What follows belongs to an exercise in optimizing a design on an open flow for small area; a production flow would make more cautious choices. Only simulation tests tie the RTL to the original design; equivalence was not proved. Power is estimated from default activity; no workload was simulated.

File: flow/config.mk
export PLATFORM = sky130hd
export DESIGN_NAME = gpio_register_block_top
export DESIGN_NICKNAME = gpio_register_block_top
export VERILOG_FILES = /design/flow/design.v
export SDC_FILE = /design/flow/constraint.sdc
export NUM_CORES = 4
export LEC_CHECK = 0
export CAP_MARGIN = 20
export CORE_MARGIN = 2
export CORE_UTILIZATION = 40
export SLEW_MARGIN = 20
File: flow/constraint.sdc
create_clock -name core_clock -period 5.0 [get_ports {clk}]
set_input_delay 1.0000 -clock core_clock [delete_from_list [all_inputs] [get_ports {clk}]]
set_output_delay 1.0000 -clock core_clock [all_outputs]
set_load 0.01 [all_outputs]
File: flow/design.v
`timescale 1ns / 1ps
`default_nettype none
package grb_pkg;
  localparam int unsigned PAD_W    = 54;
  localparam int unsigned DATA_W   = 32;
  localparam int unsigned IDX_W    = 4;
  localparam int unsigned BANK_W   = 32;
  localparam int unsigned WIDE_W   = 2 * BANK_W;
  localparam int unsigned FSEL_WORDS         = 6;
  localparam int unsigned FSEL_PINS_PER_WORD = 10;
  localparam int unsigned FSEL_CODE_W        = 3;
  localparam int unsigned FSEL_WORD_W        = FSEL_PINS_PER_WORD * FSEL_CODE_W;
  localparam int unsigned FSEL_IDX_W         = $clog2(FSEL_WORDS);
  localparam int unsigned FSEL_PIN_LIMIT     = FSEL_WORDS * FSEL_PINS_PER_WORD;
  localparam logic [FSEL_CODE_W-1:0] FSEL_OUTPUT = 3'd1;
  localparam int unsigned PULL_W = 2;
  localparam logic [PULL_W-1:0] PULL_NONE = 2'd0;
  localparam logic [PULL_W-1:0] PULL_DOWN = 2'd1;
  localparam logic [PULL_W-1:0] PULL_UP   = 2'd2;
  localparam logic MODE_READ  = 1'b0;
  localparam logic MODE_WRITE = 1'b1;
  localparam int unsigned DEFAULT_PIN_COUNT = 54;
  typedef enum logic [IDX_W-1:0] {
    REG_FSEL0   = 4'd0,
    REG_FSEL1   = 4'd1,
    REG_FSEL2   = 4'd2,
    REG_FSEL3   = 4'd3,
    REG_FSEL4   = 4'd4,
    REG_FSEL5   = 4'd5,
    REG_SET0    = 4'd6,
    REG_SET1    = 4'd7,
    REG_CLR0    = 4'd8,
    REG_CLR1    = 4'd9,
    REG_LEV0    = 4'd10,
    REG_LEV1    = 4'd11,
    REG_PULL    = 4'd12,
    REG_PCLK0   = 4'd13,
    REG_PCLK1   = 4'd14,
    REG_INVALID = 4'd15
  } grb_reg_e;
  typedef struct packed {
    logic              mode;
    logic [IDX_W-1:0]  reg_index;
    logic [DATA_W-1:0] write_data;
    logic [PAD_W-1:0]  pad_levels;
  } grb_in_t;
  typedef struct packed {
    logic [DATA_W-1:0] read_data;
    logic              access_error;
    logic [PAD_W-1:0]  pad_drive;
    logic [PAD_W-1:0]  pad_drive_enable;
    logic [PAD_W-1:0]  pad_pull_up;
    logic [PAD_W-1:0]  pad_pull_down;
  } grb_out_t;
  typedef struct packed {
    logic              fire;
    logic              write;
    grb_reg_e          reg_index;
    logic [DATA_W-1:0] write_data;
  } grb_access_t;
endpackage
`default_nettype wire
`timescale 1ns / 1ps
`default_nettype none
module grb_regfile #(
  parameter int unsigned PIN_COUNT = grb_pkg::DEFAULT_PIN_COUNT
) (
  input  wire logic                          clk,
  input  wire logic                          rst_n,
  input  wire grb_pkg::grb_access_t          acc,
  input  wire logic [grb_pkg::PAD_W-1:0]     pad_levels,
  output logic      [grb_pkg::DATA_W-1:0]    rd_data,
  output logic                               acc_err,
  output logic      [grb_pkg::PAD_W-1:0]     pad_drive,
  output logic      [grb_pkg::PAD_W-1:0]     pad_drive_enable,
  output logic      [grb_pkg::PAD_W-1:0]     pad_pull_up,
  output logic      [grb_pkg::PAD_W-1:0]     pad_pull_down
);
  localparam int unsigned PW = PIN_COUNT;
  logic [grb_pkg::FSEL_WORDS-1:0][grb_pkg::FSEL_WORD_W-1:0] fsel_r;
  logic [grb_pkg::FSEL_WORDS-1:0][grb_pkg::FSEL_WORD_W-1:0] fsel_nxt;
  logic [PW-1:0]                   latch_r, latch_nxt;
  logic [PW-1:0]                   pclk_r, pclk_nxt;
  logic [grb_pkg::PULL_W-1:0]      pctl_r, pctl_nxt;
  logic [PW-1:0][grb_pkg::PULL_W-1:0] pstate_r;
  logic [PW-1:0][grb_pkg::PULL_W-1:0] pstate_nxt;
  logic                            bank_a;
  logic                            bank_p;
  logic [PW-1:0]                   pads_pw;
  logic [grb_pkg::WIDE_W-1:0]      pads_w;
  logic [grb_pkg::WIDE_W-1:0]      pclk_w;
  logic [PW-1:0]                   wbits_a;
  logic [PW-1:0]                   wbits_p;
  logic [PW-1:0]                   pmask_p;
  logic [PW-1:0]                   pclk_new;
  logic [PW-1:0]                   rise;
  logic                            pclk_wr;
  logic [PW-1:0]                   en_pw;
  logic [PW-1:0]                   up_pw;
  logic [PW-1:0]                   dn_pw;
  assign bank_a = acc.reg_index[0];
  assign bank_p = !acc.reg_index[0];
  assign pads_pw = PW'(pad_levels);
  assign pads_w  = grb_pkg::WIDE_W'(pads_pw);
  assign pclk_w  = grb_pkg::WIDE_W'(pclk_r);
  assign wbits_a = PW'(bank_a ? {acc.write_data, grb_pkg::BANK_W'(0)}
                              : {grb_pkg::BANK_W'(0), acc.write_data});
  assign wbits_p = PW'(bank_p ? {acc.write_data, grb_pkg::BANK_W'(0)}
                              : {grb_pkg::BANK_W'(0), acc.write_data});
  assign pmask_p = PW'(bank_p ? {{grb_pkg::BANK_W{1'b1}}, grb_pkg::BANK_W'(0)}
                              : {grb_pkg::BANK_W'(0), {grb_pkg::BANK_W{1'b1}}});
  assign pclk_new = (pclk_r & ~pmask_p) | wbits_p;
  assign rise     = pclk_new & ~pclk_r;
  assign pclk_wr  = acc.fire && acc.write &&
                    (acc.reg_index == grb_pkg::REG_PCLK0 ||
                     acc.reg_index == grb_pkg::REG_PCLK1);
  always_comb begin
    fsel_nxt  = fsel_r;
    latch_nxt = latch_r;
    pclk_nxt  = pclk_r;
    pctl_nxt  = pctl_r;
    rd_data   = '0;
    acc_err   = 1'b0;
    unique case (acc.reg_index)
      grb_pkg::REG_FSEL0, grb_pkg::REG_FSEL1, grb_pkg::REG_FSEL2,
      grb_pkg::REG_FSEL3, grb_pkg::REG_FSEL4, grb_pkg::REG_FSEL5: begin
        if (acc.write) begin
          fsel_nxt[acc.reg_index[grb_pkg::FSEL_IDX_W-1:0]] =
            acc.write_data[grb_pkg::FSEL_WORD_W-1:0];
        end else begin
          rd_data = grb_pkg::DATA_W'(fsel_r[acc.reg_index[grb_pkg::FSEL_IDX_W-1:0]]);
        end
      end
      grb_pkg::REG_SET0, grb_pkg::REG_SET1: begin
        if (acc.write) begin
          latch_nxt = latch_r | wbits_a;
        end
      end
      grb_pkg::REG_CLR0, grb_pkg::REG_CLR1: begin
        if (acc.write) begin
          latch_nxt = latch_r & ~wbits_a;
        end
      end
      grb_pkg::REG_LEV0, grb_pkg::REG_LEV1: begin
        if (!acc.write) begin
          rd_data = bank_a ? pads_w[grb_pkg::WIDE_W-1:grb_pkg::BANK_W]
                           : pads_w[grb_pkg::BANK_W-1:0];
        end
      end
      grb_pkg::REG_PULL: begin
        if (acc.write) begin
          pctl_nxt = acc.write_data[grb_pkg::PULL_W-1:0];
        end else begin
          rd_data = grb_pkg::DATA_W'(pctl_r);
        end
      end
      grb_pkg::REG_PCLK0, grb_pkg::REG_PCLK1: begin
        if (acc.write) begin
          pclk_nxt = pclk_new;
        end else begin
          rd_data = bank_p ? pclk_w[grb_pkg::WIDE_W-1:grb_pkg::BANK_W]
                           : pclk_w[grb_pkg::BANK_W-1:0];
        end
      end
      grb_pkg::REG_INVALID: begin
        acc_err = 1'b1;
      end
      default: begin
        acc_err = 1'b1;
      end
    endcase
  end
  always_comb begin
    for (int unsigned p = 0; p < PW; p++) begin
      pstate_nxt[p] = (pclk_wr && rise[p]) ? pctl_r : pstate_r[p];
    end
  end
  always_ff @(posedge clk) begin
    if (!rst_n) begin
      for (int unsigned w = 0; w < grb_pkg::FSEL_WORDS; w++) begin
        fsel_r[w] <= '0;
      end
      for (int unsigned p = 0; p < PW; p++) begin
        pstate_r[p] <= grb_pkg::PULL_NONE;
      end
      latch_r <= '0;
      pclk_r  <= '0;
      pctl_r  <= grb_pkg::PULL_NONE;
    end else if (acc.fire) begin
      fsel_r   <= fsel_nxt;
      pstate_r <= pstate_nxt;
      latch_r  <= latch_nxt;
      pclk_r   <= pclk_nxt;
      pctl_r   <= pctl_nxt;
    end
  end
  for (genvar p = 0; p < PW; p++) begin : g_pin
    if (p < grb_pkg::FSEL_PIN_LIMIT) begin : g_fsel
      assign en_pw[p] =
        fsel_r[p / grb_pkg::FSEL_PINS_PER_WORD]
              [(p % grb_pkg::FSEL_PINS_PER_WORD) * grb_pkg::FSEL_CODE_W +:
               grb_pkg::FSEL_CODE_W] == grb_pkg::FSEL_OUTPUT;
    end else begin : g_nofsel
      assign en_pw[p] = 1'b0;
    end
    assign up_pw[p] = (pstate_r[p] == grb_pkg::PULL_UP);
    assign dn_pw[p] = (pstate_r[p] == grb_pkg::PULL_DOWN);
  end
  assign pad_drive        = grb_pkg::PAD_W'(latch_r);
  assign pad_drive_enable = grb_pkg::PAD_W'(en_pw);
  assign pad_pull_up      = grb_pkg::PAD_W'(up_pw);
  assign pad_pull_down    = grb_pkg::PAD_W'(dn_pw);
endmodule
`default_nettype wire
`timescale 1ns / 1ps
`default_nettype none
module gpio_register_block_top #(
  parameter int unsigned PIN_COUNT = grb_pkg::DEFAULT_PIN_COUNT
) (
  input  wire logic                        clk,
  input  wire logic                        rst_n,
  input  wire logic                        in_valid,
  output logic                             in_stall,
  input  wire logic                        in_mode,
  input  wire logic [grb_pkg::IDX_W-1:0]   in_reg_index,
  input  wire logic [grb_pkg::DATA_W-1:0]  in_write_data,
  input  wire logic [grb_pkg::PAD_W-1:0]   in_pad_levels,
  output logic                             out_valid,
  input  wire logic                        out_stall,
  output logic      [grb_pkg::DATA_W-1:0]  out_read_data,
  output logic                             out_access_error,
  output logic      [grb_pkg::PAD_W-1:0]   out_pad_drive,
  output logic      [grb_pkg::PAD_W-1:0]   out_pad_drive_enable,
  output logic      [grb_pkg::PAD_W-1:0]   out_pad_pull_up,
  output logic      [grb_pkg::PAD_W-1:0]   out_pad_pull_down
);
  grb_pkg::grb_access_t         acc;
  logic                         fire;
  logic                         out_valid_r, out_valid_nxt;
  logic [grb_pkg::DATA_W-1:0]   rd_data;
  logic                         acc_err;
  logic [grb_pkg::DATA_W-1:0]   rd_r;
  logic                         err_r;
  logic [grb_pkg::PAD_W-1:0]    pad_drive;
  logic [grb_pkg::PAD_W-1:0]    pad_drive_enable;
  logic [grb_pkg::PAD_W-1:0]    pad_pull_up;
  logic [grb_pkg::PAD_W-1:0]    pad_pull_down;
  assign in_stall = out_valid_r && out_stall;
  assign fire     = in_valid && !in_stall;
  assign acc.fire       = fire;
  assign acc.write      = (in_mode == grb_pkg::MODE_WRITE);
  assign acc.reg_index  = grb_pkg::grb_reg_e'(in_reg_index);
  assign acc.write_data = in_write_data;
  grb_regfile #(
    .PIN_COUNT (PIN_COUNT)
  ) u_regfile (
    .clk              (clk),
    .rst_n            (rst_n),
    .acc              (acc),
    .pad_levels       (in_pad_levels),
    .rd_data          (rd_data),
    .acc_err          (acc_err),
    .pad_drive        (pad_drive),
    .pad_drive_enable (pad_drive_enable),
    .pad_pull_up      (pad_pull_up),
    .pad_pull_down    (pad_pull_down)
  );
  assign out_valid_nxt = fire || (out_valid_r && out_stall);
  always_ff @(posedge clk) begin
    if (!rst_n) begin
      out_valid_r <= 1'b0;
    end else begin
      out_valid_r <= out_valid_nxt;
    end
  end
  always_ff @(posedge clk) begin
    if (fire) begin
      rd_r  <= rd_data;
      err_r <= acc_err;
    end
  end
  assign out_valid            = out_valid_r;
  assign out_read_data        = rd_r;
  assign out_access_error     = err_r;
  assign out_pad_drive        = pad_drive;
  assign out_pad_drive_enable = pad_drive_enable;
  assign out_pad_pull_up      = pad_pull_up;
  assign out_pad_pull_down    = pad_pull_down;
endmodule
`default_nettype wire
File: flow/run.sh
#!/bin/bash
# synth_recipe.tcl (not shown) runs the flow's synth.tcl, then flattens the netlist and writes it again
# the make line also repeats each setting of config.mk as NAME=value (left out here)
make -C /OpenROAD-flow-scripts/flow DESIGN_CONFIG=/design/flow/config.mk WORK_HOME=/design/flow/orfs CLKGATE_MAP_FILE= SYNTH_SCRIPT=/design/flow/synth_recipe.tcl finish
==> impl_metrics.json <==
{
  "rsz0062_at_grt": "no",
  "clkTransAtPathRegs_ns": 0.06,
  "peakVddDrop_uv": 294.0,
  "htree_levels": 2,
  "syn_nets": 2831,
  "startpoint_type": "input pin",
  "path_max_fanout": 11,
  "crit_path_end_kind": "register",
  "cts_hold_buf": 0,
  "clock_sinks": 432,
  "final.setup.worst_slack_ns": 0.1270,
  "critPathLaunch": "in_reg_index[2]",
  "async_flop_share_pct": 0,
  "drt_first_iter_violations": 2950,
  "seq_area_frac_synth_pct": 37.79,
  "drive_gt1_share_pct": 17.28,
  "outcome": "complete, no violations",
  "tightest_slew_ns": 1.181,
  "dp_hpwl_um": 99620,
  "grt_max_degree": 137,
  "clock.fmax_mhz": 205.2,
  "r2r_start": "out_valid_r$_SDFF_PN0_",
  "antenna_left": 0,
  "crit_type": "in2reg",
  "hold_viol_final": 0,
  "p_per_area_nw_per_um2": 362.6,
  "gp_congestion": 1.028,
  "grt_pass1_vias": 24430,
  "drv_slew": 0,
  "clk-insertion-delay-late_ns": 0.61,
  "numCtsBuffers": 49,
  "vias_per_cell": 6.266,
  "maxCapViolCount": 0,
  "fp.dieH_um": 247.7,
  "total_leakage_power_nw": 12.36,
  "areaGrowthSynthToFinish_pct": 35.77,
  "grt_antenna_before_repair": 4,
  "grtUsageTotal_pct": 40.34,
  "yosys_most_used_dff": "dfxtp_1",
  "overflow": 0,
  "n_antenna_cell": 0,
  "finalSetupViolations": 0,
  "layout.nets": 3380,
  "rows": 89,
  "initial_core_util_pct": 40.33,
  "die_area_um2": 61360,
  "grt_pass1_wl_um": 177400,
  "drt_first_pass_iters": 8,
  "synth.distinct_cells": 87,
  "synth_area_um2": 23760,
  "drc": 0,
  "min_from": "u_regfile.fsel_r[91]$_SDFFE_PN0P_",
  "r2r_setup_slack_ns": 1.69,
  "port-buffer-count": 345,
  "crit_end": "u_regfile.fsel_r[62]$_SDFFE_PN0P_",
  "reg2reg_depth": 9,
  "yosysWarningCount": 2,
  "wl_um": 127200,
  "period_needed_ns": 4.873,
  "core_um2": 58910,
  "cp.required_ns": 5.52,
  "slew-limit-headroom_pct": 21.13,
  "clock_skew_ns": 0.02130,
  "dieWidth_um": 247.7,
  "syn_avg_cell_area_um2": 8.728,
  "arrival_ns": 5.40,
  "clockBufferDepth": 3,
  "netlist_instances": 2722,
  "place_ws_ns": -0.5284,
  "synth-seq-cells": 432,
  "cts_tree": "done",
  "hp-class": "reg2reg",
  "synth_edf_count": 33,
  "drt-wirelength-per-cell_um": 31.16,
  "num_vias": 25580,
  "tns_ns": 0,
  "fillers": 5399,
  "ioPinCount": 346,
  "utilization_pct": 54.75,
  "min_period_over_period_pct": 97.46,
  "p_total_mw": 11.70,
  "regToRegEndpoint": "u_regfile.fsel_r[62]$_SDFFE_PN0P_",
  "clockRootBuffer": "clkbuf_16"
}
==> placed cells by master, fill, tap and decap left out, drive strengths merged, types with 92 or more instances in the layout <==
cell / n
a21oi: 148
buf: 401
clkdlybuf4s50: 342
dfxtp: 399
mux2i: 302
nand2: 195
nor2: 372
nor2b: 116
nor3b: 95
o22ai: 92
==> critical path, cell delays in order <==
cell and delay [ns]:
clkdlybuf4s50_1 0.45, fa_1 0.54, ha_1 0.17, inv_1 0.07, fa_1 0.56, or4b_4 0.51, nor2_4 0.15, xor3_2 0.39
buf_4 0.27, nand3_2 0.31, buf_4 0.31, nor2_1 0.25, buf_4 0.19, nand2_1 0.05, a21oi_1 0.15
==> synthesized netlist by cell type (all sizes together) (12+ instances only) <==
| library cell | count | share of area (%) |
|---|---|---|
| a22o | 23 | 0.85 |
| o2bb2ai | 17 | 0.63 |
| o21ai | 83 | 1.7 |
| and2 | 13 | 0.34 |
| mux2 | 12 | 0.57 |
| and3 | 18 | 0.47 |
| a211oi | 19 | 0.60 |
| buf | 71 | 1.5 |
| nand3 | 55 | 1.2 |
| clkbuf | 174 | 2.8 |
| nor3b | 95 | 3.0 |
| nor2b | 116 | 3.1 |
| nand2 | 195 | 3.1 |
| a31oi | 46 | 1.2 |
| dfxtp | 399 | 34 |
| nor2 | 372 | 6.0 |
| a21oi | 148 | 3.1 |
| a32o | 28 | 1.2 |
| a22oi | 81 | 2.6 |
| a32oi | 17 | 0.63 |
| inv | 22 | 0.35 |
| o22ai | 92 | 2.4 |
| or3 | 13 | 0.34 |
| nor4 | 14 | 0.42 |
| edfxtp | 33 | 4.2 |
| o211ai | 16 | 0.53 |
| nor3 | 40 | 0.97 |
| a311oi | 48 | 1.8 |
| mux2i | 302 | 13 |
| mux4 | 32 | 3.0 |
==> power breakdown <==
group          switching [mW]  leakage [nW]  internal [mW]
logic                    2.54          7.96           1.57
clock network            1.56         0.845           2.33
registers              0.0997          3.56           3.60
total                    4.20          12.4           7.50
==> logic make-up (layout without fill, tap and decap cells) <==
logic type,after synthesis,count (layout),synth area share (%)
and+or+nand+nor,964,964,19.83
muxes,346,346,16.33
xor gates and xnor gates,10,10,0.6109
buffers and inverters,268,856,4.661
adders and majority gates,14,14,0.8321
DFF,432,432,37.79
AOI/OAI and AO/OA,688,688,19.94
==> metrics by stage <==
| step | std cells | area [µm²] | hold slack [ns] |
|---|---|---|---|
| 2_1_floorplan | 2722 | 23760 | 0.4384 |
| 3_3_place_gp | 3993 | 30510 | 0.4540 |
| 3_5_place_dp | 3993 | 30510 | 0.4675 |
| 4_1_cts | 4083 | 32240 | 0.4735 |
| 5_1_grt | 4083 | 32250 | 0.4914 |
| 6_report | 4083 | 32250 | 0.4747 |
==> final cells by class <==
class / instances / area (µm²) / area share, %
clock inverter: 25 / 330.3 / 1.024
multi-input combinational: 2022 / 13770 / 42.69
inverter: 23 / 93.84 / 0.2909
timing repair buffer: 743 / 6714 / 20.82
sequential: 432 / 8981 / 27.85
clock buffer: 65 / 1399 / 4.337
tap: 773 / 967.2 / 2.999
==> timing repair <==
| item | in CTS | in global routing |
|---|---|---|
| buffers inserted | 0 | 0 |
| gates resized for setup | 0 | 3 |
| endpoints found under the setup margin | 0 | 13 |
==> worst min path at each step <==
| stage | cells past startpoint | end | slack, ns |
|---|---|---|---|
| 6_report | 2 | u_regfile.fsel_r[91]$_SDFFE_PN0P_ | 0.47 |
| 2_1_floorplan | 2 | u_regfile.fsel_r[89]$_SDFFE_PN0P_ | 0.44 |
| 3_3_place_gp | 2 | u_regfile.fsel_r[102]$_SDFFE_PN0P_ | 0.45 |
| 4_1_cts | 2 | u_regfile.fsel_r[91]$_SDFFE_PN0P_ | 0.47 |
| 5_1_grt | 2 | u_regfile.fsel_r[54]$_SDFFE_PN0P_ | 0.49 |
| 3_5_place_dp | 2 | u_regfile.fsel_r[55]$_SDFFE_PN0P_ | 0.47 |
==> routing by layer <==
layer / part of all wire, % / vias to the layer above / routed length (µm) / track usage, %
li1: - / 11150 / - / -
met5: 0.010 / - / 13 / 0
met2: 44 / 1531 / 56090 / 62.90
met1: 41 / 12610 / 52790 / 53.94
met4: 5.4 / 2 / 6868 / 18.49
met3: 9.0 / 300 / 11450 / 7.742

afterwards: timing with drivers on the ports:
The flow's constraints put no driver on any port. The routed layout listed below was extracted and timed again, unchanged, in two steps. Step 1 (the two cells are an assumption about what drives the block):
set clk [get_ports {clk}]
set_driving_cell -lib_cell sky130_fd_sc_hd__clkbuf_16 $clk
set_driving_cell -lib_cell sky130_fd_sc_hd__buf_2 [delete_from_list [all_inputs] $clk]
Step 2 also shifts input and output timing later by t, the mid clock arrival at the registers, as if the neighbouring blocks saw the same clock. Slacks: no drivers / after step 1 / after step 2; pairs: no drivers / after step 1.
t, ns: 0.663
setup slack, ns: 0.127 / 0.171 / -0.492
worst data-port slew with drivers (ns): 0.08
Met with ideal ports but missed after step 2: setup timing in this run. For this run, drivers alone change the setup slack by +0.044 ns; drivers and shift together by -0.619 ns.
